From an optimization exercise on the open Yosys and OpenROAD flow, aimed at small area and a short achievable clock period; shortcuts taken in it are not production practice. Only simulation tests tie the RTL to the original design; equivalence was not proved. No activity file was given, so power comes from the tool's default toggle rates.

==> flow/design.v <==
`default_nettype none
module rx_dma_packetizer #(
    parameter int FIFO_DEPTH    = 64,
    parameter int FRAME_SAMPLES = 256
) (
    input  logic        clk,
    input  logic        rst,
    input  logic        enable,
    input  logic        s_valid,
    input  logic [15:0] s_i,
    input  logic [15:0] s_q,
    output logic        m_axis_valid,
    input  logic        m_axis_ready,
    output logic [7:0]  m_axis_data,
    output logic        m_axis_last,
    output logic        overflow,
    output logic [15:0] drop_count,
    input  logic        clear_status
);
    localparam logic [1:0] c_ST_IDLE = 2'd0;
    localparam logic [1:0] c_ST_RUN  = 2'd1;
    localparam logic [1:0] c_ST_PAD  = 2'd2;
    logic [1:0]  r_state;
    logic [7:0]  r_wr_pos;       
    logic [7:0]  r_rd_pos;       
    logic [31:0] r_mem [0:63];
    logic        r_valid;
    logic [1:0]  r_byte_idx;
    logic [7:0]  r_data;
    logic [31:0] r_hold;
    logic        r_last;
    logic        r_overflow;
    logic [15:0] r_drop_count;
    wire w_lo_eq   = (r_wr_pos[5:0] == r_rd_pos[5:0]);
    wire w_hi_eq   = (r_wr_pos[7:6] == r_rd_pos[7:6]);
    logic r_full;                
    wire w_full    = r_full;
    wire w_empty   = w_lo_eq && w_hi_eq;
    wire w_run_acc    = (r_state == c_ST_RUN) && enable;
    wire w_in_pad     = (r_state == c_ST_PAD);
    wire w_frame_last = (r_wr_pos == 8'hFF);
    wire w_pad_write  = w_in_pad && !w_full;
    wire w_push       = (w_run_acc && s_valid && !w_full) || w_pad_write;
    wire w_drop       = w_run_acc && s_valid && w_full;
    wire w_hs      = r_valid && m_axis_ready;
    wire w_pop     = !w_empty && (!r_valid || (w_hs && (r_byte_idx == 2'd3)));
    always_ff @(posedge clk) begin
        if (rst) begin
            r_state <= c_ST_IDLE;
        end else begin
            case (r_state)
                c_ST_IDLE: if (enable) r_state <= c_ST_RUN;
                c_ST_RUN:  if (!enable) r_state <= (r_wr_pos == 8'd0) ? c_ST_IDLE : c_ST_PAD;
                c_ST_PAD:  if (w_pad_write && w_frame_last) r_state <= c_ST_IDLE;
                default:   r_state <= c_ST_IDLE;
            endcase
        end
    end
    logic [63:0] w_wr_sel;
    logic [63:0] w_rd_sel;
    logic [63:0] r_rd_sel;       
    logic [7:0]  r_wr_lo;        
    logic [7:0]  r_wr_hi;        
    logic [7:0]  r_wr_hen;       
    logic [31:0] w_wr_data;
    logic [31:0] w_rd_data;
    always_comb begin
        for (int k = 0; k < 64; k++) begin
            w_wr_sel[k] = r_wr_lo[k % 8] && r_wr_hen[k / 8];
        end
    end
    assign w_rd_sel  = r_rd_sel;
    assign w_wr_data = w_in_pad ? 32'd0 : {s_q, s_i};
    always_ff @(posedge clk) begin
        for (int k = 0; k < 64; k++) begin
            if (w_wr_sel[k]) r_mem[k] <= w_wr_data;
        end
    end
    always_comb begin
        w_rd_data = '0;
        for (int k = 0; k < 64; k++) begin
            w_rd_data = w_rd_data | ({32{w_rd_sel[k]}} & r_mem[k]);
        end
    end
    always_ff @(posedge clk) begin
        if (rst) begin
            r_wr_pos <= '0;
            r_rd_pos <= '0;
        end else begin
            if (w_push) r_wr_pos <= r_wr_pos + 8'd1;
            if (w_pop)  r_rd_pos <= r_rd_pos + 8'd1;
        end
    end
    wire w_count_63 = ((r_wr_pos + 8'd1 - r_rd_pos) == 8'd64);
    wire w_full_next = w_pop ? 1'b0 : (w_push ? w_count_63 : r_full);
    wire [7:0] w_wr_hi_next = (w_push && r_wr_lo[7]) ? {r_wr_hi[6:0], r_wr_hi[7]} : r_wr_hi;
    always_ff @(posedge clk) begin
        if (rst) begin
            r_full   <= 1'b0;
            r_wr_lo  <= 8'd1;
            r_wr_hi  <= 8'd1;
            r_wr_hen <= 8'd1;
        end else begin
            r_full   <= w_full_next;
            r_wr_hi  <= w_wr_hi_next;
            r_wr_hen <= w_wr_hi_next & {8{!w_full_next}};
            if (w_push) r_wr_lo <= {r_wr_lo[6:0], r_wr_lo[7]};
        end
    end
    always_ff @(posedge clk) begin
        if (rst) begin
            r_rd_sel <= 64'd1;
        end else if (w_pop) begin
            r_rd_sel <= {r_rd_sel[62:0], r_rd_sel[63]};
        end
    end
    always_ff @(posedge clk) begin
        if (rst) begin
            r_valid    <= 1'b0;
            r_byte_idx <= 2'd0;
            r_last     <= 1'b0;
        end else begin
            if (w_pop)
                r_valid <= 1'b1;
            else if (w_hs && (r_byte_idx == 2'd3))
                r_valid <= 1'b0;
            if (w_hs) begin
                r_byte_idx <= r_byte_idx + 2'd1;
                r_last     <= (r_byte_idx == 2'd2) && (r_rd_pos == 8'd0);
            end
        end
    end
    wire [1:0] w_idx_next = r_byte_idx + {1'b0, w_hs};
    logic [7:0] w_hold_byte;
    always_comb begin
        case (w_idx_next)
            2'd0:    w_hold_byte = r_hold[7:0];
            2'd1:    w_hold_byte = r_hold[15:8];
            2'd2:    w_hold_byte = r_hold[23:16];
            default: w_hold_byte = r_hold[31:24];
        endcase
    end
    always_ff @(posedge clk) begin
        r_data <= w_pop ? w_rd_data[7:0] : w_hold_byte;
        if (w_pop) begin
            r_hold <= w_rd_data;
        end
    end
    assign m_axis_data  = r_data;
    assign m_axis_last  = r_last;
    assign m_axis_valid = r_valid;
    always_ff @(posedge clk) begin
        if (rst) begin
            r_overflow   <= 1'b0;
            r_drop_count <= 16'd0;
        end else if (w_drop) begin
            r_overflow   <= 1'b1;
            r_drop_count <= clear_status ? 16'd1 :
                            (&r_drop_count) ? r_drop_count : r_drop_count + 16'd1;
        end else if (clear_status) begin
            r_overflow   <= 1'b0;
            r_drop_count <= 16'd0;
        end
    end
    assign overflow   = r_overflow;
    assign drop_count = r_drop_count;
endmodule
`default_nettype wire
==> flow/run.sh <==
#!/bin/bash
# synth_recipe.tcl (not shown) runs the flow's synth.tcl, then flattens the netlist and writes it again
# the make line also repeats each setting of config.mk as NAME=value (left out here)
make -C /OpenROAD-flow-scripts/flow DESIGN_CONFIG=/design/flow/config.mk WORK_HOME=/design/flow/orfs CLKGATE_MAP_FILE= SYNTH_SCRIPT=/design/flow/synth_recipe.tcl finish
==> flow/config.mk <==
export PLATFORM = sky130hd
export DESIGN_NAME = rx_dma_packetizer
export DESIGN_NICKNAME = rx_dma_packetizer
export VERILOG_FILES = /design/flow/design.v
export SDC_FILE = /design/flow/constraint.sdc
export NUM_CORES = 4
export LEC_CHECK = 0
export CAP_MARGIN = 20
export CORE_MARGIN = 2
export CORE_UTILIZATION = 45
export CTS_BUF_LIST = sky130_fd_sc_hd__clkbuf_8
export CTS_CLUSTER_DIAMETER = 60
export CTS_CLUSTER_SIZE = 16
export SETUP_SLACK_MARGIN = 2.5
export SLEW_MARGIN = 20
==> flow/constraint.sdc <==
create_clock -name core_clock -period 5.0 [get_ports {clk}]
set_input_delay 1.0000 -clock core_clock [delete_from_list [all_inputs] [get_ports {clk}]]
set_output_delay 1.0000 -clock core_clock [all_outputs]
set_load 0.01 [all_outputs]
==> results of run 1 <==
per-stage QoR:
stage          power [W]  hold slack (ns)  instance area (µm²)  setup WS, ns  utilization
3_3_place_gp      0.0227            0.462                83700          1.49        0.475
6_report          0.0320            0.457                88000          2.37        0.500
2_1_floorplan     0.0219            0.435                79800          2.50            -
5_1_grt           0.0326            0.480                88000          2.40        0.500
3_5_place_dp      0.0227            0.459                83700          1.51        0.475
4_1_cts           0.0317            0.458                87600          2.26        0.497
layer usage:
metal / part of all wire / routed length [µm]
met1: 0.34 / 110000
met2: 0.43 / 138000
met3: 0.16 / 52800
met4: 0.062 / 19900
met5: 0.00063 / 202
synthesized netlist by cell type (2+ instances only):
library cell,instances,area share
sky130_fd_sc_hd__edfxtp_1,2080,0.78
sky130_fd_sc_hd__a221oi_1,512,0.056
sky130_fd_sc_hd__a22o_1,512,0.056
sky130_fd_sc_hd__clkbuf_1,260,0.012
sky130_fd_sc_hd__nand2_1,203,0.0095
sky130_fd_sc_hd__nand4_1,137,0.011
sky130_fd_sc_hd__dfxtp_1,136,0.034
sky130_fd_sc_hd__a21oi_1,99,0.0062
sky130_fd_sc_hd__and2_1,98,0.0077
sky130_fd_sc_hd__nor2_1,39,0.0018
sky130_fd_sc_hd__or4_1,33,0.0031
sky130_fd_sc_hd__xnor2_1,22,0.0024
sky130_fd_sc_hd__buf_1,20,0.00094
sky130_fd_sc_hd__ha_1,15,0.0024
sky130_fd_sc_hd__inv_1,15,0.00071
sky130_fd_sc_hd__xor2_1,15,0.0016
sky130_fd_sc_hd__buf_2,12,0.00075
sky130_fd_sc_hd__nand3_1,11,0.00069
sky130_fd_sc_hd__o21ai_0,11,0.00069
sky130_fd_sc_hd__nor2b_1,10,0.00078
sky130_fd_sc_hd__nor3_1,8,0.00050
sky130_fd_sc_hd__buf_4,7,0.00066
sky130_fd_sc_hd__mux4_2,6,0.0017
sky130_fd_sc_hd__or3_1,6,0.00047
sky130_fd_sc_hd__nor4_1,5,0.00039
sky130_fd_sc_hd__and3_1,4,0.00031
sky130_fd_sc_hd__nand2b_1,4,0.00031
sky130_fd_sc_hd__or2_2,4,0.00031
sky130_fd_sc_hd__mux2i_1,3,0.00038
sky130_fd_sc_hd__nand3b_1,3,0.00028
sky130_fd_sc_hd__a41oi_1,2,0.00022
sky130_fd_sc_hd__buf_6,2,0.00028
sky130_fd_sc_hd__mux4_1,2,0.00066
sky130_fd_sc_hd__nand4b_1,2,0.00022
sky130_fd_sc_hd__nor4b_1,2,0.00022
logic make-up (layout without fill, tap and decap cells):
logic type | Yosys count | in the layout | synth area share
simple gates | 573 | 573 | 0.0378
xor+xnor | 37 | 37 | 0.00406
buf+inv | 317 | 581 | 0.0156
fa+ha+maj | 15 | 15 | 0.00235
other cells | 0 | 6 | 0
flops | 2216 | 2216 | 0.817
mux | 11 | 11 | 0.00273
compound gates | 1145 | 1145 | 0.121
state kept, by name (all words and copies together), names as in the netlist:
register	flops
r_mem	2048
r_rd_sel	64
r_hold	32
r_drop_count	16
r_data	8
r_rd_pos	8
r_wr_hen	8
r_wr_hi	8
r_wr_lo	8
r_wr_pos	8
r_byte_idx	2
r_state	2
r_full	1
r_last	1
r_overflow	1
r_valid	1
worst register-to-register path, cell delays in order (launching register included):
cell and delay (ns):
sky130_fd_sc_hd__dfxtp_1 0.62, sky130_fd_sc_hd__and2_2 0.85, sky130_fd_sc_hd__buf_4 0.78
power breakdown:
| part | switching, W | internal [W] |
|---|---|---|
| clock | 0.00595 | 0.00344 |
| combinational | 0.00126 | 0.000613 |
| sequential | 0.000233 | 0.0205 |
| total | 0.00744 | 0.0245 |
layout make-up:
type                       instances  area [µm²]  area share
antenna                            6        15.0    0.000171
clock buffer                     173        2380      0.0270
clock inverter                    87         533     0.00605
inverter                          16        73.8    0.000838
multi-input combinational       1781       13700       0.156
sequential                      2216       65500       0.744
tap                             2340        2930      0.0333
timing repair buffer             305        2930      0.0333
final timing paths:
kind | from | endpoint | slack [ns] | cells past startpoint
max | r_wr_lo[0]$_SDFFE_PP1N_ | r_mem[24][8]$_DFFE_PP_ | 2.37 | 2
min | r_wr_hi[1]$_SDFF_PP0_ | r_wr_hi[2]$_SDFF_PP0_ | 0.46 | 2
max reg2reg | r_wr_lo[0]$_SDFFE_PP1N_ | r_mem[24][8]$_DFFE_PP_ | 2.37 | 2
min reg2reg | r_wr_hi[1]$_SDFF_PP0_ | r_wr_hi[2]$_SDFF_PP0_ | 0.46 | 2
timing repair:
action | CTS | global route
gates resized for setup | 319 | 40
setup endpoints to repair | 1987 | 134
buffers inserted | 45 | 28
cloned | 0 | 2
pin swaps | 5 | 10
==> results.txt, run 1 <==
Outcome:
- The flow ran to the end and the layout has no timing, DRC or antenna violations.

Synthesis:
- The post-synthesis net count is 4367.
- The number of enable-type register cells in the synthesized netlist is 2080.
- The share of the Yosys chip area taken by registers is 0.817.
- In the synthesized netlist the async set-or-reset flop fraction comes to 0.
- The number of storage elements in the synthesis netlist is 2216.
- The synthesized cell area is 79800 µm².
- The post-synthesis average cell area is 18.5 µm².
- The Yosys warning count is 2.
- The number of instances in the synthesized netlist is 4314.
- For this run, the leading register cell type out of synthesis is sky130_fd_sc_hd__edfxtp_1.
- In this run, distinct cell masters in the synthesized netlist total 49.

Timing:
- The setup violation total in the final timing report is 0.
- Summed over all failing endpoints, the final setup total negative slack is 0 ns.
- The count of final max-slew check failures was 0.
- Setup repair after global routing could not meet its margin everywhere.
- The clock period minus worst slack is 2.63 ns.
- Based on the critical path, the design can be clocked at up to 380 MHz.
- The worst-case clock skew is 0.0596 ns.
- The final number of hold-violating endpoints came to 0.
- Of the available clock period, the critical path in the final layout requires 0.526.
- The pin slew with the least headroom to its limit is 1.28 ns.
- Headroom to the max-slew limit came out at 0.144.

Worst setup path:
- The worst setup path category is register to register.
- Among all stages on the critical path, the largest delay is contributed by sky130_fd_sc_hd__and2_2.
- The critical path endpoint category is a register.
- The critical path goes through and2_2 > buf_4.
- Data on the critical path arrives at its endpoint at 3.22 ns.
- The number of buffer and inverter stages on the critical path is 1.
- The peak per-stage delay on the critical path is 0.84 ns.
- The required arrival time at the worst endpoint is 5.59 ns.
- In this run the worst path has a maximum fanout of 20.
- STA classifies the critical path startpoint as a register.
- The kind of cell with the highest combined delay along the critical path is simple AND/OR/NAND/NOR gates.

Flow run:
- Across the run, the number of max-cap violations was 0.

Global route:
- The maximum number of pins on one net before global-route repair is 85.
- In the global route stage, met3 resource usage came out at 0.108.
- The layer flagged by global routing as most heavily used is met2.
- For this run, the total global-route usage over all layers was measured as 0.348.
- The first global-routing pass estimated 417000 µm of wire.
- The global-route congestion overflow total is 0.
- The initial antenna violation count was 19.
- For met1 alone, demand over resource in global routing was 0.470.
- The global-route track usage on met2 is 0.515.
- The via count of the first global-routing pass is 45.3k.

Floorplan:
- The floorplan step defined a core boundary enclosing 176000 µm².
- The die footprint is 181000 µm².
- In this run the count of I/O pins placed on the die edge is 65.
- The effective utilization at floorplan is 0.453.
- The row count is 154.
- From left edge to right edge, the die measures 425 µm.
- From bottom edge to top edge, the die measures 425 µm.

Pwr:
- Across the VDD grid, the largest voltage drop is 0.339 mV.
- The total power divided by cell area is 363 nW/µm².
- Summed over all cells, the static leakage comes to 27.5 nW.

Clock tree:
- The clock latency on the worst-skew pair is 0.99 ns.
- The total CTS buffers is 163.
- Clock-pin slew was measured on the worst setup and hold paths at 0.10 ns.
- CTS built an H-tree with a depth of 4.
- The TritonCTS sink count is 2216.
- The number of hold-repair buffers added at the cts stage is 0.
- The CTS tree is yes.
- No sink is reached through more buffers than the 3 on the longest clock path.
- In this run the clock root is driven by a sky130_fd_sc_hd__clkbuf_8.

Routing:
- The number of iterations in the first detailed-routing pass is 6.
- The detail-routed net length per standard cell is 46.3 µm.
- In this run the remaining antenna-violating nets after routing total 0.
- Detailed routing inserted a total of 50.6k vias.
- After the first detailed-routing iteration, the DRC count stood at 11.4k.
- Dividing the detail-routed via count by the number of cells gives 7.30.
- In the routed design, unresolved DRC markers number 0.
- The total wire length after detailed routing is 321000 µm.

Final layout:
- The final layout contains 4536 nets.
- Compared with the post-synthesis result, the final layout area differs by 10.3%.
- The top cell types in the final layout, fill and taps aside, are sky130_fd_sc_hd__edfxtp_1, sky130_fd_sc_hd__a22o_1, sky130_fd_sc_hd__a221oi_1.
- The most common cell after layout, fill and taps aside is sky130_fd_sc_hd__edfxtp_1.
- The number of fill cells is 14.4k.
- The finished layout holds 6924 standard cells, fillers aside.
- The share of layout cells above drive strength 1 is 0.154.

Placement:
- After legalization and detailed placement, the total HPWL measured 173000 µm.
- The number of placed instances, taps included, is 6583.
- At the end of routability-driven placement, the weighted congestion stood at 0.895.
- In this run the tool buffered the top-level ports with 64 buffer cells.

Hold path:
- In this run the worst hold path is classified as register to register.
==> run 2: changes to the inputs <==
--- a/flow/config.mk
+++ b/flow/config.mk
@@ -13,3 +13,4 @@
 export CTS_CLUSTER_SIZE = 16
 export SETUP_SLACK_MARGIN = 2.5
 export SLEW_MARGIN = 20
+export TNS_END_PERCENT = 20
==> results.txt, run 2 <==
Floorplan:
- The chip width is 425 µm.
- The die is 425 µm tall.
- The die covers 181000 µm².
- The area of the placeable core is 176000 µm².
- In this run the core area contains 154 standard-cell rows.
- The number of top-level pins is 65.
- The initial utilization of the core area, before any placement, comes to 0.453.

Worst setup path:
- Traced cell by cell, the critical path runs through and2_2 > buf_4.
- In this design, the largest share of critical-path delay is due to simple AND/OR/NAND/NOR gates.
- The worst setup path is of the register to register kind.
- The required arrival time at the worst endpoint is 5.60 ns.
- At the worst endpoint, the arrival time is 3.25 ns.
- The startpoint type of the worst setup path is a register.
- The largest single stage delay on the critical path is 0.89 ns.
- Among all stages on the critical path, the largest delay is contributed by sky130_fd_sc_hd__and2_2.
- Of all nets on the critical path, the largest fanout is 18.
- Counting both buffers and inverters, the worst setup path holds a total of 1.
- The critical path endpoint category is a register.

Clock tree:
- The CTS clock-pin slew for the worst setup and hold paths is 0.10 ns.
- The clock latency on the worst-skew pair is 0.99 ns.
- Clock tree synthesis found a total of 2216 sinks.
- The H-tree was split into 4 levels.
- The clock root buffer master is sky130_fd_sc_hd__clkbuf_8.
- Counting the buffers created by CTS gives 163.
- Counting along the longest clock path gives a buffer depth of 3.
- TritonCTS built the clock tree.
- In this run, post-CTS hold repair placed 0 buffers.

Placement:
- The count of input and output buffers is 64.
- The final weighted congestion of routability-driven global placement is 0.895.
- The placed instance count is 6583.
- Detailed placement ended at an HPWL of 173000 µm.

Routing:
- The via count of the routed design is 50.7k.
- The total wire length after detailed routing is 321000 µm.
- The detail-routed net length per standard cell is 46.3 µm.
- The post-detailed-route via-to-cell ratio is 7.32.
- In the routed design, unresolved DRC markers number 0.
- The detailed router finished its first iteration with 11.1k violations.
- Once detail routing completed, the nets flagged for antenna violations numbered 0.
- The number of iterations in the first detailed-routing pass is 9.

Final layout:
- The largest registers in the layout are r_mem (2048), r_rd_sel (64), r_hold (32).
- The number of flip-flops in the largest register is 2048.
- The layout has 14.4k filler cells.
- The share of layout cells above drive strength 1 is 0.151.
- The post-layout net count is 4526.
- Relative to the synthesized area, the layout overhead comes to 10.2%.
- The most common cell after layout, fill and taps aside is sky130_fd_sc_hd__edfxtp_1.
- In the layout the commonest cells are sky130_fd_sc_hd__edfxtp_1, sky130_fd_sc_hd__a22o_1, sky130_fd_sc_hd__a221oi_1.
- Ranked by flip-flop count, first place goes to r_mem.
- The count of non-filler cells in the finished layout is 6926.

Timing:
- The final sum of negative setup slack is 0 ns.
- The count of final max-slew check failures was 0.
- Setup repair after global routing could not meet its margin everywhere.
- The setup violation total in the final timing report is 0.
- The final number of hold-violating endpoints came to 0.
- Hold is met by 0.458 ns.
- The tightest slew margin relative to the limit is 0.0953.
- Of the available clock period, the critical path in the final layout requires 0.532.
- The worst-case clock skew is 0.0568 ns.
- The maximum achievable frequency is 376 MHz.
- Counting I/O delays and the setup requirement, the final critical path takes 2.66 ns.
- For the pin with the worst max-slew slack, the measured transition is 1.36 ns.

Synthesis:
- Each instance of the synthesized netlist takes up on average 18.5 µm².
- The number of instances in the synthesized netlist is 4314.
- Sorting the synthesized cells by area gives the leading types as sky130_fd_sc_hd__edfxtp_1, sky130_fd_sc_hd__a221oi_1, sky130_fd_sc_hd__a22o_1.
- Summing every instance area after synthesis gives 79800 µm².
- The share of synthesized registers carrying an async set or reset is 0.
- The Yosys warning count is 2.
- After synthesis, the netlist uses 49 different library cells.
- The most frequently used cell type in the post-synthesis netlist is sky130_fd_sc_hd__edfxtp_1.
- The number of enable-type register cells in the synthesized netlist is 2080.
- Ranked by instance count, the synthesized netlist is headed by sky130_fd_sc_hd__edfxtp_1, sky130_fd_sc_hd__a221oi_1, sky130_fd_sc_hd__a22o_1.
- In the synthesized netlist the dominant register cell turns out to be sky130_fd_sc_hd__edfxtp_1.
- The largest total area in the synthesized netlist belongs to sky130_fd_sc_hd__edfxtp_1.
- Synthesis inferred 2216 register bits.
- The fraction of post-synthesis cell area in the top cell type by area is 0.783.
- The share of the Yosys chip area taken by registers is 0.817.
- Synthesis produced a netlist with a net count of 4367.

Global route:
- The global-route congestion overflow total is 0.
- The initial antenna violation count came to 22.
- Entering global routing, the biggest net connects 85 pins.
- The first-pass GRT wire length is 417000 µm.
- The via count of the first global-routing pass is 45.2k.
- In the global route stage, overall resource usage came out at 0.348.

Hold path:
- The path class of the lowest-slack min-delay path is register to register.

Pwr:
- The peak ir drop on the vdd network is 0.338 mV.
- Power spread over the standard cell area amounts to 363 nW/µm².
- The leakage component of the power is 27.4 nW.

Flow run:
- The max-capacitance violation count is 0.

Outcome:
- The run finished with no timing, DRC or antenna violations.
-- run 2: cell types whose count changed in the layout (fill, tap and decap cells not counted), sizes merged --
cell | before | now
diode | 6 | 18
buf | 267 | 257
-- run 2: timing repair --
action	in CTS	in global routing
setup buffers	45	17
setup endpoints to repair	1987	175
cloned	0	2
pin swaps	5	7
hold endpoints to repair	0	0
resized for setup	291	28
-- run 2: layout make-up --
cell class                 instances  area [µm²]  share of cell area
sequential                      2216       65500               0.744
multi-input combinational       1781       13700               0.155
tap                             2340        2930              0.0333
timing repair buffer             295        2850              0.0324
clock buffer                     173        2380              0.0271
clock inverter                    87         533             0.00606
inverter                          16        73.8            0.000839
antenna                           18        45.0            0.000512
-- run 2: report_power, final --
group / switching [W] / internal, W / total [W]
Combinational: 0.00127 / 0.000607 / 0.00187
Sequential: 0.000229 / 0.0205 / 0.0207
Clock: 0.00595 / 0.00344 / 0.00939
-- run 2: worst paths after layout --
path	slack [ns]	from	cells past startpoint	to
worst max-delay path	2.34	r_wr_lo[0]$_SDFFE_PP1N_	2	r_mem[56][30]$_DFFE_PP_
worst min-delay path	0.46	r_wr_hi[1]$_SDFF_PP0_	2	r_wr_hi[2]$_SDFF_PP0_
worst max register to register	2.34	r_wr_lo[0]$_SDFFE_PP1N_	2	r_mem[56][30]$_DFFE_PP_
worst min register to register	0.46	r_wr_hi[1]$_SDFF_PP0_	2	r_wr_hi[2]$_SDFF_PP0_
-- run 2: per-stage QoR --
stage | util | worst slack [ns] | cell area [µm²] | power (W)
2_1_floorplan | - | 2.50 | 79800 | 0.0219
3_3_place_gp | 0.475 | 1.49 | 83700 | 0.0227
3_5_place_dp | 0.475 | 1.51 | 83700 | 0.0227
4_1_cts | 0.497 | 2.26 | 87500 | 0.0317
5_1_grt | 0.499 | 2.40 | 87900 | 0.0326
6_report | 0.499 | 2.34 | 88000 | 0.0320
-- run 2: metal layers --
layer | routed length, µm | part of all wire | track usage
met4 | 19400 | 0.061 | 0.162
met1 | 110000 | 0.34 | 0.470
met5 | 300 | 0.00094 | 0
met2 | 138000 | 0.43 | 0.515
met3 | 52200 | 0.16 | 0.108
-- run 2: cell families after synthesis --
family,Yosys count,share of synthesized area
AO/OA/AOI/OAI,1145,0.121
XOR/XNOR,37,0.00406
adder cells (fa/ha/maj),15,0.00235
buffers and inverters,317,0.0156
flip-flops,2216,0.817
multiplexers,11,0.00273
AND/OR/NAND/NOR,573,0.0378
-- run 2: worst register-to-register path, cell delays in order (launching register included) --
cell and delay [ns]:
sky130_fd_sc_hd__dfxtp_1 0.62, sky130_fd_sc_hd__and2_2 0.89, sky130_fd_sc_hd__buf_4 0.78
==> run 3: changes to the inputs <==
==> flow/flow/run.sh (new file) <==
#!/bin/bash
set -o pipefail
cp standard.sh standard.sh.orig.log
cp config.mk config.mk.orig.log
echo 'export BUFFER_PORTS_ARGS = -buffer_cell sky130_fd_sc_hd__buf_4' >> config.mk
bash standard.sh > standard.log 2>&1
==> flow/standard.sh (new file) <==
#!/bin/bash
# synth_recipe.tcl (not shown) runs the flow's synth.tcl, then flattens the netlist and writes it again
# the make line also repeats each setting of config.mk as NAME=value (left out here)
make -C /OpenROAD-flow-scripts/flow DESIGN_CONFIG=/design/flow/config.mk WORK_HOME=/design/flow/orfs CLKGATE_MAP_FILE= SYNTH_SCRIPT=/design/flow/synth_recipe.tcl "${@:-finish}"
--- a/flow/config.mk
+++ b/flow/config.mk
@@ -8,9 +8,9 @@
 export CAP_MARGIN = 20
 export CORE_MARGIN = 2
 export CORE_UTILIZATION = 45
-export CTS_BUF_LIST = sky130_fd_sc_hd__clkbuf_8
 export CTS_CLUSTER_DIAMETER = 60
-export CTS_CLUSTER_SIZE = 16
+export CTS_CLUSTER_SIZE = 30
 export SETUP_SLACK_MARGIN = 2.5
 export SLEW_MARGIN = 20
 export TNS_END_PERCENT = 20
+export BUFFER_PORTS_ARGS = -buffer_cell sky130_fd_sc_hd__buf_4
removed: flow/run.sh
==> results.txt, run 3 <==
Clock tree:
- The tree is rooted in a sky130_fd_sc_hd__clkbuf_16.
- Clock-pin slew was measured on the worst setup and hold paths at 0.10 ns.
- The CTS tree is yes.
- The level count of the clock H-tree is 4.
- The TritonCTS sink count is 2216.
- The deepest clock path buffer count is 3.
- The total CTS buffers is 135.
- Buffers inserted to repair hold after CTS numbered 0.
- The clock reaches the later pin of the worst-skew pair after 0.84 ns.

Timing:
- The worst-case clock skew is 0.0676 ns.
- The final number of hold-violating endpoints is 0.
- For the pin with the worst max-slew slack, the measured transition is 1.29 ns.
- Of the available clock period, the critical path in the final layout requires 0.536.
- The maximum achievable frequency is 373 MHz.
- The count of final max-slew check failures is 0.
- The tightest slew margin relative to the limit is 0.140.
- Setup violations remaining at the end of the flow were counted as 0.
- Setup total negative slack on the finished layout was measured at 0 ns.
- After layout, the worst setup slack is 2.32 ns.
- The clock period minus worst slack is 2.68 ns.
- Setup repair after global routing could not meet its margin everywhere.

Worst setup path:
- In this run the critical register-to-register path is captured at r_hold[20]$_DFFE_PP_.
- For this design, the slowest cell found on the critical path is sky130_fd_sc_hd__or4_1.
- At the worst endpoint, the required time is 5.56 ns.
- The critical path goes through buf_8 > a22o_1 > a221oi_1 > nand4_1 > or4_1.
- Together, buffers and inverters on the worst path number 1.
- In this run the worst path has a maximum fanout of 20.
- The reg-to-reg critical path startpoint is r_rd_sel[50]$_SDFFE_PP0P_.
- The critical path endpoint category is a register.
- The worst setup path category is register to register.
- The worst setup path is launched from a register.
- The reg-to-reg setup timing slack is 2.32 ns.
- In this design, the stage delay of the slowest critical-path cell is 0.60 ns.
- The number of cells on the worst reg-to-reg path is 5.
- The critical path launch point is r_rd_sel[50]$_SDFFE_PP0P_.
- The dominant delay contributor by cell family on the critical path is simple AND/OR/NAND/NOR gates.
- The arrival time reported for the critical path endpoint is 3.24 ns.

Global route:
- The met1 global-route usage is 0.470.
- In this run the most used layer during global routing was met2.
- The first global-routing pass estimated 416000 µm of wire.
- For this run, global-route usage on met3 was measured as 0.107.
- After global routing the overflow that remains totals 0.
- The global routing usage summed across all routing layers is 0.347.
- The initial antenna violation count is 14.
- Entering global routing, the biggest net connects 84 pins.
- For met2 alone, demand over resource in global routing was 0.509.
- The via count of the first global-routing pass is 45.6k.

Synthesis:
- For this run, the register share of the synthesized area comes to 0.817.
- The post-synthesis average cell area is 18.5 µm².
- After synthesis, the cell types taking the most area are sky130_fd_sc_hd__edfxtp_1, sky130_fd_sc_hd__a221oi_1, sky130_fd_sc_hd__a22o_1.
- By instance count, the leading cell after synthesis is sky130_fd_sc_hd__edfxtp_1.
- Counting flops and latches in the post-synthesis netlist gives 2216.
- The share of synthesized area in the top cell type comes to 0.783.
- The share of synthesized registers carrying an async set or reset is 0.
- The commonest cells after synthesis are sky130_fd_sc_hd__edfxtp_1, sky130_fd_sc_hd__a221oi_1, sky130_fd_sc_hd__a22o_1.
- The cell type with the largest total area after synthesis is sky130_fd_sc_hd__edfxtp_1.
- The cell count after synthesis came out at 4314.
- The number of nets in the synthesized netlist is 4367.
- The unique cell type count in the Yosys netlist is 49.
- After synthesis the cells add up to 79800 µm².
- The most used flip-flop cell after synthesis is sky130_fd_sc_hd__edfxtp_1.
- The number of enable-type register cells in the synthesized netlist is 2080.
- Yosys printed 2 warnings.

Routing:
- The detailed router finished its first iteration with 11.3k violations.
- In the final routed layout, each cell accounts on average for 46.4 µm.
- The total wire length after detailed routing is 318000 µm.
- The number of iterations in the first detailed-routing pass is 6.
- In this run the remaining antenna-violating nets after routing total 0.
- After detailed routing, the number of remaining DRC violations is 0.
- The via count of the routed design is 50.2k.
- The post-detailed-route via-to-cell ratio is 7.31.

Final layout:
- The library cells used most frequently in the layout, excluding fill and tap cells, are sky130_fd_sc_hd__edfxtp_1, sky130_fd_sc_hd__a22o_1, sky130_fd_sc_hd__a221oi_1.
- The share of layout cells above drive strength 1 is 0.153.
- The register with the most flip-flops in the final layout is r_mem.
- The largest registers in the layout are r_mem (2048), r_rd_sel (64), r_hold (32).
- The finished layout holds 6858 standard cells, fillers aside.
- Leaving out fill and tap cells, the most frequent cell in the layout is sky130_fd_sc_hd__edfxtp_1.
- The post-layout net count is 4452.
- The share of the core filled with cells is 0.506.
- The register with the most flip-flops in the layout has 2048 of them.
- From synthesis to final layout, the design area changed by 11.7%.

Flow run:
- The tool flagged a number of max-cap violations equal to 0.

Placement:
- The sum of net half-perimeters after detailed placement is 172000 µm.
- The congestion estimate from routability-driven global placement came to 0.896.
- At the placement stage, the worst setup path has a slack of 1.67 ns.
- Once placement completed, the tool counted placed cells totaling 6572.
- Input and output buffers added on the ports amount to 64.

Floorplan:
- The number of top-level pins is 65.
- The die covers 181000 µm².
- The core region is 176000 µm².
- The vertical die dimension is 425 µm.
- From left edge to right edge, the die measures 425 µm.
- The effective utilization at floorplan is 0.453.
- The row count is 154.

Hold path:
- The worst hold path begins at r_wr_hi[5]$_SDFF_PP0_.
- The worst hold path stage count is 2.
- The path class of the lowest-slack min-delay path is register to register.
- For hold timing, the worst endpoint is r_wr_hi[6]$_SDFF_PP0_.

Outcome:
- The run finished with no timing, DRC or antenna violations.

Pwr:
- The leakage component of the power is 27.7 nW.
- Summing internal, switching and leakage power gives 0.0353 W.
- The peak ir drop on the vdd network is 0.362 mV.
- The total power divided by cell area is 396 nW/µm².
-- run 3: cell counts after synthesis --
Identical to the previous run, type by type.
-- run 3: cell type report --
| class | instances | area [µm²] |
|---|---|---|
| multi-input cells | 1781 | 13700 |
| well taps | 2340 | 2930 |
| clock inverters | 95 | 1270 |
| fillers | 14200 | 87000 |
| diodes | 7 | 17.5 |
| clock buffers | 154 | 3580 |
| repair buffers | 249 | 2210 |
| flip-flops and latches | 2216 | 65400 |
| inverters | 16 | 67.6 |
-- run 3: worst max-delay path by stage --
| stage | endpoint | slack (ns) | depth (start not counted) |
|---|---|---|---|
| global placement | r_data[5]$_DFF_P_ | 1.72 | 8 |
| finish | r_hold[20]$_DFFE_PP_ | 2.32 | 5 |
| detailed placement | r_data[7]$_DFF_P_ | 1.67 | 8 |
| global route | r_hold[20]$_DFFE_PP_ | 2.42 | 5 |
| CTS | m_axis_data[0] | 2.36 | 1 |
| floorplan | r_data[0]$_DFF_P_ | 2.50 | 7 |
-- run 3: kinds of logic after synthesis --
kind of cell    share of synthesized area
flops                               0.817
compound gates                      0.121
simple gates                       0.0378
buf+inv                            0.0156
xor+xnor                          0.00406
fa+ha+maj                         0.00235
mux                               0.00273
-- run 3: metal layers --
metal,up-vias,part of all wire
met5,-,0.00045
li1,18300,-
met4,14,0.061
met3,962,0.16
met2,4925,0.43
met1,26000,0.34
-- run 3: tightest hold or removal path: stages, from the launching register on --
cell and delay (ns):
sky130_fd_sc_hd__dfxtp_1 0.31, sky130_fd_sc_hd__nand2_1 0.06, sky130_fd_sc_hd__a21oi_1 0.06
-- run 3: through the flow --
stage / cell area [µm²] / hold WS [ns]
2_1_floorplan: 79800 / 0.435
3_3_place_gp: 83500 / 0.459
3_5_place_dp: 83500 / 0.466
4_1_cts: 88900 / 0.456
5_1_grt: 89100 / 0.480
6_report: 89200 / 0.469
-- run 3: where the power goes --
part	total, W	leakage (nW)	switching, W	internal [W]
clock network	0.0129	2.33	0.00688	0.00597
registers	0.0207	19.9	0.000235	0.0205
logic	0.00172	5.52	0.00121	0.000515
total	0.0353	27.7	0.00832	0.0270
-- run 3: timing repair --
action	in CTS	in global routing
endpoints found under the hold margin	0	0
cloned	0	0
setup endpoints to repair	2138	92
resized for setup	119	28
pin swaps	8	7
buffers inserted	18	12
==> run 4: changes to the inputs <==
--- a/flow/config.mk
+++ b/flow/config.mk
@@ -12,5 +12,4 @@
 export CTS_CLUSTER_SIZE = 30
 export SETUP_SLACK_MARGIN = 2.5
 export SLEW_MARGIN = 20
-export TNS_END_PERCENT = 20
 export BUFFER_PORTS_ARGS = -buffer_cell sky130_fd_sc_hd__buf_4
==> results.txt, run 4 <==
Synthesis:
- By area the synthesized netlist is led by sky130_fd_sc_hd__edfxtp_1, sky130_fd_sc_hd__a221oi_1, sky130_fd_sc_hd__a22o_1.
- The number of storage elements in the synthesis netlist is 2216.
- For this run, the number of Yosys warnings is 2.
- The post-synthesis net count is 4367.
- In this run the mean area of a mapped cell was 18.5 µm².
- For this run, the register share of the synthesized area comes to 0.817.
- For this run, asynchronously set or reset flops after synthesis account for 0.
- In the synthesized netlist, the cells that appear most often are sky130_fd_sc_hd__edfxtp_1, sky130_fd_sc_hd__a221oi_1, sky130_fd_sc_hd__a22o_1.
- The most frequently used cell type in the post-synthesis netlist is sky130_fd_sc_hd__edfxtp_1.
- The synthesized netlist occupies a cell area of 79800 µm².
- In this run, synthesis inferred 2080 flip-flops with an integrated enable.
- Synthesis produced 4314 cells.
- The unique cell type count in the Yosys netlist is 49.
- Of the post-synthesis cell area, the dominant cell type holds 0.783.
- Among all flip-flop cells after synthesis, the most frequent one is sky130_fd_sc_hd__edfxtp_1.
- The cell type with the largest total area after synthesis is sky130_fd_sc_hd__edfxtp_1.

Global route:
- For this run the aggregate overflow at the end of global routing stands at 0.
- The initial antenna violation count came to 13.
- The global routing usage on met3 is 0.107.
- The peak-usage layer in the global routing report is met2.
- The via count of the first global-routing pass is 45.6k.
- For this run, the total global-route usage over all layers was measured as 0.347.
- The first-pass GRT wire length is 416000 µm.
- The met1 global-route usage is 0.470.
- The global-route track usage on met2 is 0.509.
- The maximum number of pins on one net before global-route repair is 84.

Final layout:
- The count of non-filler cells in the finished layout is 6872.
- The library cell used most frequently in the layout, excluding fill and tap cells, is sky130_fd_sc_hd__edfxtp_1.
- Once layout is done, the placed cells without fillers occupy 89400 µm².
- Leaving out fill and tap cells, the most frequent cells in the layout are sky130_fd_sc_hd__edfxtp_1, sky130_fd_sc_hd__a22o_1, sky130_fd_sc_hd__a221oi_1.
- From synthesis to final layout, the design area changed by 12.0%.
- The post-layout net count is 4464.
- r_mem holds more flip-flops than any other register.
- The largest registers in the layout are r_mem (2048), r_rd_sel (64), r_hold (32).
- The register with the most flip-flops in the layout has 2048 of them.
- Of the cells placed in the final design, the portion with a size suffix greater than 1 is 0.156.

Flow run:
- The tool flagged a number of max-cap violations equal to 0.

Clock tree:
- The later pin in the worst-skew pair is clocked with a latency of 0.84 ns.
- After clock tree synthesis, the clock-pin slew on the worst setup and hold paths is 0.09 ns.
- The clock tree synthesis step divided the H-tree into 4 levels.
- The CTS tree is yes.
- The longest clock path from root to sink contains 3 buffers.
- In this run, CTS created clock tree buffers numbering 135.
- The tree built by TritonCTS fans out to 2216 sinks.
- The tree is rooted in a sky130_fd_sc_hd__clkbuf_16.
- The number of hold-repair buffers added at the cts stage is 0.

Timing:
- The tightest slew margin relative to the limit is 0.148.
- The pin slew with the least headroom to its limit is 1.28 ns.
- Setup violations remaining at the end of the flow were counted as 0.
- Setup repair after global routing could not meet its margin everywhere.
- The final sum of negative setup slack is 0 ns.
- The count of final max-slew check failures is 0.
- Timing would allow up to 386 MHz.
- The final number of hold-violating endpoints is 0.
- In the finished design, the share of the clock period the worst path needs comes to 0.518.
- Subtracting the final worst setup slack from the clock period gives 2.59 ns.
- Between clock sinks in the finished design, the worst skew comes to 0.0676 ns.

Worst setup path:
- Walking the worst path, the cells encountered are buf_6 > a22o_1 > a221oi_1 > nand4_1 > or4_1.
- The slowest cell on the critical path is sky130_fd_sc_hd__or4_1.
- The critical path launch point is r_rd_sel[24]$_SDFFE_PP0P_.
- The number of buffer and inverter stages on the critical path is 1.
- The reg-to-reg critical path startpoint is r_rd_sel[24]$_SDFFE_PP0P_.
- The critical path is of the register to register type.
- At the worst endpoint, the arrival time is 3.12 ns.
- Data on the critical path is required at its endpoint by 5.53 ns.
- The kind of cell with the highest combined delay along the critical path is simple AND/OR/NAND/NOR gates.
- The largest fanout of any net on the critical path is 20.
- For this run, the slowest stage of the critical path takes 0.64 ns.
- The worst register-to-register path has a setup slack of 2.41 ns.
- The startpoint type of the worst setup path is a register.
- STA classifies the critical path endpoint as a register.

Floorplan:
- The floorplan step set the die height to 425 µm.
- For this design the top-level I/O count stands at 65.
- The die footprint is 181000 µm².
- The row count is 154.
- In this run the standard cell core region covers 176000 µm².
- The effective utilization at floorplan is 0.453.
- In this run the horizontal extent of the chip is 425 µm.

Pwr:
- The total power divided by cell area is 395 nW/µm².
- Across the VDD grid, the largest voltage drop is 0.364 mV.
- The leakage component of the power is 27.8 nW.

Placement:
- At the end of routability-driven placement, the weighted congestion stood at 0.896.
- After detailed placement, the total cell area comes to 83500 µm².
- The sum of net half-perimeters after detailed placement is 172000 µm.
- During placement, the flow inserted port buffers numbering 64.
- The placed instance count is 6572.

Outcome:
- The run finished with no timing, DRC or antenna violations.

Routing:
- The total DRC errors in the routed layout is 0.
- The number of nets with antenna violations after routing is 0.
- The routed layout has 50.1k vias.
- The post-detailed-route via-to-cell ratio is 7.30.
- The detail-routed net length per standard cell is 46.4 µm.
- The number of iterations in the first detailed-routing pass is 8.
- The first routing iteration left 11.1k violations.
- For this block, the routed nets add up to 319000 µm of wire.

Hold path:
- The min-delay analysis places its worst path in the category register to register.
- The critical hold path startpoint is r_wr_hi[2]$_SDFF_PP0_.
run 4: cell types whose count changed in the layout (fill, tap and decap cells not counted), sizes merged:
| cell | change |
|---|---|
| buf | +12 |
| diode | +2 |
run 4: tightest hold or removal path: stages, from the launching register on:
cell	delay [ns]
sky130_fd_sc_hd__dfxtp_1	0.32
sky130_fd_sc_hd__nand2_1	0.05
sky130_fd_sc_hd__a21oi_1	0.06
run 4: final cells by class:
cell class | count | area (µm²)
clock buffer | 154 | 3580
clock inverter | 95 | 1270
antenna | 9 | 22.5
sequential | 2216 | 65400
fill | 14200 | 86800
multi-input combinational | 1781 | 13700
inverter | 16 | 67.6
timing repair buffer | 261 | 2370
tap | 2340 | 2930
run 4: cell families (layout without fill, tap and decap cells):
logic type / count (synthesis) / after routing / synth area share
DFF: 2216 / 2216 / 0.817
adders and majority gates: 15 / 15 / 0.00235
AOI/OAI and AO/OA: 1145 / 1145 / 0.121
xor gates and xnor gates: 37 / 37 / 0.00406
buffers and inverters: 317 / 526 / 0.0156
and+or+nand+nor: 573 / 573 / 0.0378
other: 0 / 9 / 0
muxes: 11 / 11 / 0.00273
run 4: path summary, 6_finish.rpt:
check / cells past startpoint / to
hold reg to reg: 2 / r_wr_hi[3]$_SDFF_PP0_
hold / removal: 2 / r_wr_hi[3]$_SDFF_PP0_
setup reg to reg: 5 / r_hold[30]$_DFFE_PP_
setup / recovery: 5 / r_hold[30]$_DFFE_PP_
run 4: what timing repair did:
item                       in CTS  in global routing
pin swaps                       8                  7
gates resized for setup       124                 47
setup buffers                  18                 24
setup endpoints to repair    2138                 87
run 4: power by group:
part | leakage, nW | total, W | internal [W] | switching [W]
clock network | 2.33 | 0.0129 | 0.00597 | 0.00688
logic | 5.60 | 0.00174 | 0.000523 | 0.00121
registers | 19.9 | 0.0207 | 0.0205 | 0.000236
total | 27.8 | 0.0353 | 0.0270 | 0.00833
run 4: through the flow:
stage          hold WS (ns)  worst slack, ns  power [W]  utilization
2_1_floorplan         0.435             2.50     0.0219            -
3_3_place_gp          0.459             1.72     0.0227        0.474
3_5_place_dp          0.466             1.67     0.0227        0.474
4_1_cts               0.456             2.48     0.0352        0.505
5_1_grt               0.480             2.47     0.0359        0.507
6_report              0.467             2.41     0.0353        0.507
run 4: layer usage:
layer	wire (µm)	share of wire
met1	110000	0.34
met2	138000	0.43
met3	51700	0.16
met4	19500	0.061
met5	114	0.00036
==> run 5: changes to the inputs <==
--- a/flow/config.mk
+++ b/flow/config.mk
@@ -8,8 +8,10 @@
 export CAP_MARGIN = 20
 export CORE_MARGIN = 2
 export CORE_UTILIZATION = 45
+export CTS_BUF_LIST = sky130_fd_sc_hd__clkbuf_8
 export CTS_CLUSTER_DIAMETER = 60
-export CTS_CLUSTER_SIZE = 30
+export CTS_CLUSTER_SIZE = 16
 export SETUP_SLACK_MARGIN = 2.5
 export SLEW_MARGIN = 20
+export TNS_END_PERCENT = 20
 export BUFFER_PORTS_ARGS = -buffer_cell sky130_fd_sc_hd__buf_4
==> results.txt, run 5 <==
Pwr:
- Of the total power, registers draw 0.652.
- The leakage component of the power is 27.2 nW.
- The total power divided by cell area is 363 nW/µm².
- The share of total power in the clock network is 0.294.
- The internal portion of the total power is 0.0244 W.
- Of the total power, the share spent switching nets is 0.232.
- In this run the power spent charging and discharging nets is 0.00737 W.
- VDD sags by at most 0.323 mV.
- The share of total power dissipated in combinational logic is 0.054.

Worst setup path:
- The critical path endpoint category is a register.
- In this run the critical register-to-register path is launched from r_wr_lo[1]$_SDFFE_PP0N_.
- In this design, the largest share of critical-path delay is due to simple AND/OR/NAND/NOR gates.
- The signal on the critical path passes through and2_2 > buf_4.
- Counting both buffers and inverters, the worst setup path holds a total of 1.
- The arrival time reported for the critical path endpoint is 3.20 ns.
- In this run the register-to-register setup slack is 2.36 ns.
- STA classifies the critical path startpoint as a register.
- The terminus of the critical flop-to-flop path is r_mem[33][5]$_DFFE_PP_.
- In this run the worst path has a maximum fanout of 18.
- The worst-case reg-to-reg path depth is 2.
- The slowest cell on the critical path is sky130_fd_sc_hd__and2_2.
- The largest single stage delay on the critical path is 1.06 ns.
- Data on the critical path is required at its endpoint by 5.56 ns.
- The worst setup path category is register to register.

Final layout:
- The relative area change from synthesis to final layout is 9.71%.
- Leaving out fill and tap cells, the most frequent cell in the layout is sky130_fd_sc_hd__edfxtp_1.
- The top cell types in the final layout, fill and taps aside, are sky130_fd_sc_hd__edfxtp_1, sky130_fd_sc_hd__a22o_1, sky130_fd_sc_hd__a221oi_1.
- The post-layout net count is 4507.
- r_mem holds more flip-flops than any other register.
- In the final layout, the share of cells above drive strength 1 is 0.154.
- The finished cells cover 87500 µm².
- The register with the most flip-flops in the layout has 2048 of them.
- The largest registers in the layout are r_mem (2048), r_rd_sel (64), r_hold (32).

Floorplan:
- The number of top-level pins is 65.
- Measured along the y axis, the die boundary spans 425 µm.
- The floorplan has 154 rows.
- For this configuration, the core starts out at a cell density of 0.453.
- The die is 425 µm wide.
- The die footprint is 181000 µm².
- After floorplanning, the core was sized to cover 176000 µm².

Routing:
- The sum of met2 wire segment lengths after detailed routing is 139000 µm.
- The number of nets with antenna violations after routing is 0.
- Using the TritonRoute via totals, the vias-per-cell ratio works out to 7.29.
- After detailed routing, the average wire length per cell comes to 46.2 µm.
- The number of iterations in the first detailed-routing pass is 6.
- In this run, the number of DRC markers left after iteration 0 of detailed routing was 11.0k.
- The routed layout has 50.3k vias.
- The wire length on met3 is 52000 µm.
- Signal routing reaches up to met5.
- The routed length on met1 is 110000 µm.
- The total DRC errors in the routed layout is 0.
- The total wire length after detailed routing is 319000 µm.

Global route:
- The first-pass GRT wire length is 417000 µm.
- The total overflow left after global routing is 0.
- The initial antenna violation count is 13.
- The via count of the first global-routing pass is 45.9k.
- The global routing usage summed across all routing layers is 0.347.
- The maximum number of pins on one net before global-route repair is 84.

Timing:
- The clock period could shrink to 2.64 ns.
- The worst-case clock skew is 0.0722 ns.
- In this run the tightest slew margin relative to its limit is 0.143.
- The setup violation total in the final timing report is 0.
- Derived from the worst setup path, the maximum achievable clock frequency is 379 MHz.
- The worst hold slack is 0.360 ns.
- The final critical-path share of the clock period is 0.527.
- The final number of hold-violating endpoints was 0.
- Summed over all failing endpoints, the final setup total negative slack is 0 ns.
- For the pin with the worst max-slew slack, the measured transition is 1.29 ns.
- The count of final max-slew check failures is 0.
- Setup repair after global routing could not meet its margin everywhere.

Hold path:
- The worst hold path passes through 2 cells.
- The critical hold path startpoint is enable.
- The path with the worst hold slack has its endpoint at r_state[0]$_SDFFE_PP0P_.
- In this run the worst hold path is classified as input port to register.

Placement:
- At the end of routability-driven placement, the weighted congestion stood at 0.896.
- The count of input and output buffers is 64.
- The sum of net half-perimeters after detailed placement is 172000 µm.
- The cell area reported after detailed placement is 83500 µm².

Synthesis:
- The unique cell type count in the Yosys netlist is 49.
- The number of storage elements in the synthesis netlist is 2216.
- The number of nets in the synthesized netlist is 4367.
- Yosys printed 2 warnings.
- For this run, asynchronously set or reset flops after synthesis account for 0.
- The average instance in the mapped netlist occupies 18.5 µm².
- The primary flip-flop cell chosen by synthesis mapping is sky130_fd_sc_hd__edfxtp_1.
- sky130_fd_sc_hd__edfxtp_1 takes more of the synthesized area than any other cell.
- The cell area that synthesis handed to floorplanning was 79800 µm².
- The synthesized design contains 2080 enable-type register cells.
- Of the post-synthesis cell area, the dominant cell type holds 0.783.
- By count the netlist is led by sky130_fd_sc_hd__edfxtp_1, sky130_fd_sc_hd__a221oi_1, sky130_fd_sc_hd__a22o_1.
- sky130_fd_sc_hd__edfxtp_1 is the most common cell in the netlist.
- Sorting the synthesized cells by area gives the leading types as sky130_fd_sc_hd__edfxtp_1, sky130_fd_sc_hd__a221oi_1, sky130_fd_sc_hd__a22o_1.
- The cell count after synthesis came out at 4314.
- The part of the Yosys area used for sequential elements is 0.817.

Clock tree:
- The clock passes through at most 3 buffers.
- Hold repair after CTS inserted 0 buffers.
- The clock root buffer master is sky130_fd_sc_hd__clkbuf_8.
- The CTS tree is yes.
- The H-tree was split into 4 levels.
- After clock tree synthesis, the clock-pin slew on the worst setup and hold paths is 0.10 ns.
- The clock latency on the worst-skew pair is 0.97 ns.
- The TritonCTS sink count is 2216.
- Counting the buffers created by CTS gives 164.

Flow run:
- The max-capacitance violation count is 0.

Outcome:
- The flow ran to the end and the layout has no timing, DRC or antenna violations.
-- run 5: cell counts after synthesis --
Identical to the previous run, type by type.
-- run 5: layout make-up --
cell class	instances	area (µm²)
antenna	15	37.5
timing repair buffer	275	2450
fill	14500	88600
multi-input combinational	1781	13700
clock inverter	88	512
clock buffer	174	2390
inverter	16	72.6
sequential	2216	65500
tap	2340	2930
-- run 5: cell families after synthesis --
| group | synth area share |
|---|---|
| AO/OA/AOI/OAI | 0.121 |
| multiplexers | 0.00273 |
| AND/OR/NAND/NOR | 0.0378 |
| adder cells (fa/ha/maj) | 0.00235 |
| XOR/XNOR | 0.00406 |
| flip-flops | 0.817 |
| buffers and inverters | 0.0156 |
-- run 5: power by group through the flow --
| stage | registers (W) | logic [W] | clock network (W) |
|---|---|---|---|
| 2_1_floorplan | 0.0210 | 0.000897 | 0 |
| 3_3_place_gp | 0.0211 | 0.00152 | 0 |
| 3_5_place_dp | 0.0211 | 0.00154 | 0 |
| 4_1_cts | 0.0207 | 0.00164 | 0.00932 |
| 5_1_grt | 0.0207 | 0.00176 | 0.00990 |
| 6_report | 0.0207 | 0.00171 | 0.00935 |
-- run 5: metal layers --
metal,track usage,vias up
met3,0.108,939
met1,0.470,26100
li1,-,18300
met5,0.00291,-
met4,0.158,6
met2,0.515,4943
-- run 5: how the worst max path moves through the flow --
stage,start,slack [ns],cells after the start,to
after floorplan,m_axis_ready,2.50,7,r_data[0]$_DFF_P_
after global placement,m_axis_ready,1.72,8,r_data[5]$_DFF_P_
after detailed placement,m_axis_ready,1.67,8,r_data[7]$_DFF_P_
after CTS,r_data[1]$_DFF_P_,2.31,1,m_axis_data[1]
after global routing,r_drop_count[3]$_SDFFE_PP0P_,2.43,1,drop_count[3]
final,r_wr_lo[1]$_SDFFE_PP0N_,2.36,2,r_mem[33][5]$_DFFE_PP_
-- run 5: repair_timing --
action | CTS | global route
gates resized for setup | 127 | 59
buffers inserted | 28 | 26
pin swaps | 8 | 4
endpoints found under the setup margin | 2172 | 151
-- run 5: through the flow --
step	worst slack (ns)	std cells	power (W)	util
final	2.36	6905	0.0318	0.497
after global routing	2.43	6895	0.0324	0.497
after CTS	2.31	6862	0.0317	0.494
after detailed placement	1.67	6572	0.0227	0.474
after global placement	1.72	6572	0.0227	0.474
after floorplan	2.50	4314	0.0219	-
==> run 6: changes to the inputs <==
--- a/flow/config.mk
+++ b/flow/config.mk
@@ -11,6 +11,7 @@
 export CTS_BUF_LIST = sky130_fd_sc_hd__clkbuf_8
 export CTS_CLUSTER_DIAMETER = 60
 export CTS_CLUSTER_SIZE = 16
+export PLACE_DENSITY = 0.72
 export SETUP_SLACK_MARGIN = 2.5
 export SLEW_MARGIN = 20
 export TNS_END_PERCENT = 20
==> results.txt, run 6 <==
Routing:
- The number of iterations in the first detailed-routing pass is 8.
- The total DRC errors in the routed layout is 0.
- Using the TritonRoute via totals, the vias-per-cell ratio works out to 7.47.
- The detailed router's first-iteration violation count is 12.8k.
- The number of nets with antenna violations after routing is 0.
- Dividing the detail-routed wire length by the instance count gives 43.9 µm.
- The total wire length after detailed routing is 301000 µm.
- The via count of the routed design is 51.3k.

Worst setup path:
- The startpoint type of the worst setup path is a register.
- Traced cell by cell, the critical path runs through nand2b_2 > and2_2.
- The critical path contains buffers and inverters numbering 0 combined.
- The peak per-stage delay on the critical path is 1.07 ns.
- The slowest cell on the critical path is sky130_fd_sc_hd__and2_2.
- In this run the worst path has a maximum fanout of 64.
- The kind of cell with the highest combined delay along the critical path is simple AND/OR/NAND/NOR gates.
- Data arrives at the worst endpoint at 3.45 ns.
- The worst register-to-register path has a setup slack of 2.10 ns.
- The worst setup path category is register to register.
- For the worst setup path, the data required time is 5.55 ns.
- The critical path endpoint category is a register.

Final layout:
- The area taken by flip-flops and latches is 65400 µm².
- The number of flip-flops in the largest register is 2048.
- The register with the most flip-flops in the final layout is r_mem.
- The top cell types in the final layout, fill and taps aside, are sky130_fd_sc_hd__edfxtp_1, sky130_fd_sc_hd__a22o_1, sky130_fd_sc_hd__a221oi_1.
- The most common cell after layout, fill and taps aside is sky130_fd_sc_hd__edfxtp_1.
- The post-layout net count is 4452.
- The area taken by multi-input logic gates is 13600 µm².
- In the final layout, the share of cells above drive strength 1 is 0.134.
- From synthesis to final layout, the design area changed by 8.76%.
- The number of fill cells is 14.1k.
- In the final layout, the registers with the most flip-flops are r_mem (2048), r_rd_sel (64), r_hold (32).
- The finished layout holds 6870 standard cells, fillers aside.

Floorplan:
- The die footprint is 181000 µm².
- The vertical die dimension is 425 µm.
- For this design the top-level I/O count stands at 65.
- For this configuration, the core starts out at a cell density of 0.453.
- The floorplan step set the die width to 425 µm.
- The row count is 154.
- The region available for standard cell placement spans 176000 µm².

Pwr:
- The total power divided by cell area is 363 nW/µm².
- The switching share of power is 0.232.
- In this run the power spent charging and discharging nets is 0.00731 W.
- The design internal power is 0.0242 W.
- The sequential cell fraction of total power is 0.659.
- The peak ir drop on the vdd network is 0.352 mV.
- The share of total power in the clock network is 0.288.
- Of the total power, combinational logic draws 0.053.
- The leakage component of the power is 27.0 nW.

Synthesis:
- Ranked by instance count, the synthesized netlist is headed by sky130_fd_sc_hd__edfxtp_1, sky130_fd_sc_hd__a221oi_1, sky130_fd_sc_hd__a22o_1.
- The synthesized cell area is 79800 µm².
- The post-synthesis net count is 4367.
- The Yosys warning count is 2.
- In this run, synthesis inferred 2080 flip-flops with an integrated enable.
- The share of synthesized registers carrying an async set or reset is 0.
- The number of instances in the synthesized netlist is 4314.
- The number of storage elements in the synthesis netlist is 2216.
- Of all cell types, the one taking the most synthesized area is sky130_fd_sc_hd__edfxtp_1.
- The most frequently used cell type in the post-synthesis netlist is sky130_fd_sc_hd__edfxtp_1.
- The primary flip-flop cell chosen by synthesis mapping is sky130_fd_sc_hd__edfxtp_1.
- Yosys attributes the largest share of cell area to sky130_fd_sc_hd__edfxtp_1, sky130_fd_sc_hd__a221oi_1, sky130_fd_sc_hd__a22o_1.
- The part of the Yosys area used for sequential elements is 0.817.
- The post-synthesis average cell area is 18.5 µm².
- The netlist uses 49 different library cells.
- The share of synthesized area in the top cell type comes to 0.783.

Timing:
- Across all hold checks on the routed design, the worst slack comes to 0.357 ns.
- Dividing the final minimum period by the clock period gives 0.580.
- The worst path needs 2.90 ns of the cycle, external delays included.
- For the pin with the worst max-slew slack, the measured transition is 1.39 ns.
- The count of final max-slew check failures came to 0.
- The tightest slew margin relative to the limit is 0.0706.
- Between clock sinks in the finished design, the worst skew comes to 0.0769 ns.
- The setup violation total in the final timing report is 0.
- The final worst setup slack is 2.10 ns.
- The final sum of negative setup slack is 0 ns.
- The final number of hold-violating endpoints was 0.
- Derived from the worst setup path, the maximum achievable clock frequency is 345 MHz.
- Setup repair after global routing could not meet its margin everywhere.

Clock tree:
- In this run the number of H-tree levels came out at 4.
- The clock root buffer master is sky130_fd_sc_hd__clkbuf_8.
- The clock passes through at most 3 buffers.
- The total CTS buffers is 161.
- The TritonCTS sink count is 2216.
- The number of hold-repair buffers added at the cts stage is 0.
- Clock latency on the worst-skew pair, taken at its later pin, is 0.99 ns.
- The CTS tree is yes.
- Clock-pin slew was measured on the worst setup and hold paths at 0.09 ns.

Placement:
- The placed instance count is 6566.
- The pre-CTS worst setup slack is 1.71 ns.
- The count of buffers added on input and output ports is 64.
- The sum of net half-perimeters after detailed placement is 161000 µm.
- The final weighted congestion of routability-driven global placement is 0.917.

Hold path:
- The path class of the lowest-slack min-delay path is input port to register.

Global route:
- The global-route congestion overflow total is 0.
- Across every metal layer, demand over resource in global routing totals 0.326.
- The first-pass GRT wire length is 397000 µm.
- The initial antenna violation count was 8.
- Entering global routing, the biggest net connects 91 pins.
- The via count of the first global-routing pass is 46.6k.

Outcome:
- The run finished with no timing, DRC or antenna violations.

Flow run:
- The tool flagged a number of max-cap violations equal to 0.
-- run 6: logic make-up after synthesis --
group | share of synthesized area
adders and majority gates | 0.00235
xor gates and xnor gates | 0.00406
AOI/OAI and AO/OA | 0.121
muxes | 0.00273
DFF | 0.817
and+or+nand+nor | 0.0378
buffers and inverters | 0.0156
-- run 6: power groups by stage --
stage | clock, W | sequential [W] | combinational, W
4_1_cts | 0.00899 | 0.0208 | 0.00156
5_1_grt | 0.00960 | 0.0208 | 0.00168
3_3_place_gp | 0 | 0.0212 | 0.00144
3_5_place_dp | 0 | 0.0212 | 0.00146
2_1_floorplan | 0 | 0.0210 | 0.000897
6_report | 0.00909 | 0.0208 | 0.00166
-- run 6: path summary, 6_finish.rpt --
| path | startpoint | end | cells past startpoint |
|---|---|---|---|
| worst max-delay path | r_state[0]$_SDFFE_PP0P_ | r_mem[55][24]$_DFFE_PP_ | 2 |
| worst min-delay path | enable | r_state[0]$_SDFFE_PP0P_ | 2 |
| worst max register to register | r_state[0]$_SDFFE_PP0P_ | r_mem[55][24]$_DFFE_PP_ | 2 |
| worst min register to register | r_wr_hi[2]$_SDFF_PP0_ | r_wr_hi[2]$_SDFF_PP0_ | 2 |
-- run 6: area by class of cell --
class	count	share of cell area
Clock inverter	105	0.00643
Clock buffer	167	0.0265
Multi-Input combinational cell	1781	0.157
Tap cell	2340	0.0337
Antenna cell	22	0.000634
Sequential cell	2216	0.753
Inverter	16	0.000750
Timing Repair Buffer	223	0.0220
-- run 6: layer usage --
layer,vias up,track usage,routed length [µm]
li1,18200,-,-
met1,25400,0.412,92700
met2,6318,0.455,123000
met3,1431,0.158,62400
met4,9,0.188,23200
met5,-,0.00238,188
-- run 6: through the flow --
| step | area, µm² | util | power (W) |
|---|---|---|---|
| 6_report | 86800 | 0.493 | 0.0315 |
| 5_1_grt | 86700 | 0.492 | 0.0320 |
| 4_1_cts | 86600 | 0.492 | 0.0313 |
| 3_5_place_dp | 83400 | 0.474 | 0.0226 |
| 3_3_place_gp | 83400 | 0.474 | 0.0226 |
| 2_1_floorplan | 79800 | - | 0.0219 |
-- run 6: repair_timing --
item                                     CTS  global route
setup buffers                              6             0
resized for setup                         76             3
pin swaps                                  3             0
endpoints found under the setup margin  2012           948
cloned                                     1             0
==> run 7: changes to the inputs <==
--- a/flow/config.mk
+++ b/flow/config.mk
@@ -11,8 +11,7 @@
 export CTS_BUF_LIST = sky130_fd_sc_hd__clkbuf_8
 export CTS_CLUSTER_DIAMETER = 60
 export CTS_CLUSTER_SIZE = 16
-export PLACE_DENSITY = 0.72
 export SETUP_SLACK_MARGIN = 2.5
-export SLEW_MARGIN = 20
+export SLEW_MARGIN = 70
 export TNS_END_PERCENT = 20
 export BUFFER_PORTS_ARGS = -buffer_cell sky130_fd_sc_hd__buf_4
==> results.txt, run 7 <==
Outcome:
- The run finished with no timing, DRC or antenna violations.

Timing:
- The clock arrives with 0.0713 ns of skew.
- The final sum of negative setup slack is 0 ns.
- The clock period minus worst slack is 2.60 ns.
- The final worst setup slack is 2.40 ns.
- The final critical-path share of the clock period is 0.520.
- The setup violation total in the final timing report is 0.
- At the pin with the least slew margin, the transition time is 0.511 ns.
- Hold timing on the final database bottoms out at a slack of 0.331 ns.

Placement:
- The count of input and output buffers is 64.
- The congestion estimate from routability-driven global placement came to 0.896.
- Summed over all nets, the half-perimeter wirelength after detailed placement is 197000 µm.

Clock tree:
- The clock root buffer master is sky130_fd_sc_hd__clkbuf_8.
- TritonCTS created 166 clock buffers.
- The TritonCTS sink count is 2216.
- In this run the number of H-tree levels came out at 4.
- The later pin in the worst-skew pair is clocked with a latency of 0.98 ns.
- The deepest clock path buffer count is 3.
- The CTS tree is yes.

Synthesis:
- Synthesis produced 4314 cells.
- Of the total synthesized cell area, the portion taken by XOR and XNOR cells is 0.00406.
- The most frequently used cell type in the post-synthesis netlist is sky130_fd_sc_hd__edfxtp_1.
- The post-synthesis share of cell area spent on full adders, half adders and majority gates is 0.00235.
- Yosys mapped the design onto 49 distinct sky130hd cell types.
- The primary flip-flop cell chosen by synthesis mapping is sky130_fd_sc_hd__edfxtp_1.
- The simple-gate area share of the yosys netlist is 0.0378.
- The number of enable-type register cells in the synthesized netlist is 2080.
- The share of the Yosys chip area taken by registers is 0.817.
- The post-synthesis average cell area is 18.5 µm².
- The post-synthesis compound-gate area fraction was 0.121.
- The synthesized cell area is 79800 µm².
- When the netlist entered floorplanning its net count stood at 4367.
- During synthesis, Yosys emitted a total of 2 warnings.
- Ranked by instance count, the synthesized netlist is headed by sky130_fd_sc_hd__edfxtp_1, sky130_fd_sc_hd__a221oi_1, sky130_fd_sc_hd__a22o_1.

Routing:
- The number of nets with antenna violations after routing is 0.
- For this block, the routed nets add up to 320000 µm of wire.
- The detailed router's first-iteration violation count is 11.1k.
- The post-detailed-route via-to-cell ratio is 7.26.
- Across all layers, the routed design uses 51.5k vias.
- The first TritonRoute pass finished after 5 iterations.
- The detail-routed net length per standard cell is 45.2 µm.
- The total DRC errors in the routed layout is 0.

Pwr:
- The switching share of power is 0.231.
- Internal power comes to 0.0249 W.
- The switching power total is 0.00750 W.
- The peak ir drop on the vdd network is 0.280 mV.
- The leakage component of the power is 29.5 nW.
- The relative contribution of combinational cells to total power is 0.068.

Final layout:
- For this run, the post-layout net count is 4692.
- In the final layout, the share of cells above drive strength 1 is 0.187.
- At the end of the flow the core is filled with cells to 0.528.
- In the final layout, the registers with the most flip-flops are r_mem (2048), r_rd_sel (64), r_hold (32).
- The most common cell after layout, fill and taps aside is sky130_fd_sc_hd__edfxtp_1.
- The library cells used most frequently in the layout, excluding fill and tap cells, are sky130_fd_sc_hd__edfxtp_1, sky130_fd_sc_hd__a22o_1, sky130_fd_sc_hd__a221oi_1.
- The relative area change from synthesis to final layout is 16.5%.

Floorplan:
- In this run the vertical extent of the chip is 425 µm.
- The core region is 176000 µm².
- The chip width is 425 µm.
- The floorplan has 154 rows.
- The die covers 181000 µm².
- The effective utilization at floorplan is 0.453.

Worst setup path:
- In this run the worst path has a maximum fanout of 16.
- The worst setup path category is register to register.
- Data on the critical path is required at its endpoint by 5.70 ns.
- STA classifies the critical path startpoint as a register.

Global route:
- Across every metal layer, demand over resource in global routing totals 0.349.
- The initial antenna violation count is 10.
- The first global-routing pass estimated 421000 µm of wire.
- The global-route congestion overflow total is 0.

Hold path:
- The worst hold path belongs to the class input port to register.

Flow run:
- Across the run, the number of max-cap violations was 0.
-- run 7: final timing paths --
kind	startpoint	endpoint	slack [ns]	depth (start not counted)
max	r_rd_sel[3]$_SDFFE_PP0P_	r_hold[30]$_DFFE_PP_	2.40	6
min	enable	r_state[0]$_SDFFE_PP0P_	0.33	2
max reg2reg	r_rd_sel[3]$_SDFFE_PP0P_	r_hold[30]$_DFFE_PP_	2.40	6
min reg2reg	r_wr_hi[0]$_SDFF_PP1_	r_wr_hi[1]$_SDFF_PP0_	0.46	2
-- run 7: power groups by stage --
stage | combinational (W) | clock [W] | sequential, W
after global placement | 0.00152 | 0 | 0.0211
final | 0.00220 | 0.00958 | 0.0206
after detailed placement | 0.00196 | 0 | 0.0210
after global routing | 0.00224 | 0.0102 | 0.0206
after floorplan | 0.000897 | 0 | 0.0210
after CTS | 0.00199 | 0.00955 | 0.0206
-- run 7: through the flow --
stage	std cells	cell area, µm²	total power (W)
after floorplan	4314	79800	0.0219
after global placement	6572	83500	0.0227
after detailed placement	6779	89200	0.0230
after CTS	7055	92400	0.0321
after global routing	7083	93000	0.0330
final	7090	93000	0.0324
-- run 7: cell families (layout without fill, tap and decap cells) --
kind of cell	count (synthesis)	in the layout
XOR/XNOR	37	37
other	0	8
flip-flops	2216	2216
AND/OR/NAND/NOR	573	573
AO/OA/AOI/OAI	1145	1145
buffers and inverters	317	745
multiplexers	11	11
adder cells (fa/ha/maj)	15	15
-- run 7: cell type report --
cell class | count | share of cell area
multi-input cells | 1781 | 0.149
repair buffers | 458 | 0.0816
clock inverters | 95 | 0.00692
well taps | 2340 | 0.0315
diodes | 8 | 0.000215
inverters | 16 | 0.000821
flip-flops and latches | 2216 | 0.704
clock buffers | 176 | 0.0261
-- run 7: worst max-delay path, cell delays in order (launching register included) --
cell                       delay [ns]
sky130_fd_sc_hd__dfxtp_4         0.41
sky130_fd_sc_hd__buf_8           0.17
sky130_fd_sc_hd__buf_4           0.26
sky130_fd_sc_hd__a22o_1          0.25
sky130_fd_sc_hd__a221oi_1        0.28
sky130_fd_sc_hd__nand4_1         0.28
sky130_fd_sc_hd__or4_1           0.64
-- run 7: per-layer routing --
metal	vias up	wire [µm]	GRT usage
met3	1046	51600	0.106
met4	6	20600	0.187
met1	26500	109000	0.467
met2	5203	139000	0.514
met5	-	32	0
li1	18700	-	-
-- run 7: what timing repair did --
action | CTS | global route
hold buffers | 0 | 0
setup buffers | 5 | 12
pin swaps | 4 | 14
endpoints found under the setup margin | 96 | 105
gates cloned | 0 | 2
gates resized for setup | 47 | 40

Check on run 7: ideal ports give 2.398 ns setup slack; a clkbuf_16 on the clock port and buf_2 on the inputs give 2.388 ns; moving port delays by the midpoint clock arrival (1.030 ns) as well gives 1.818 ns.
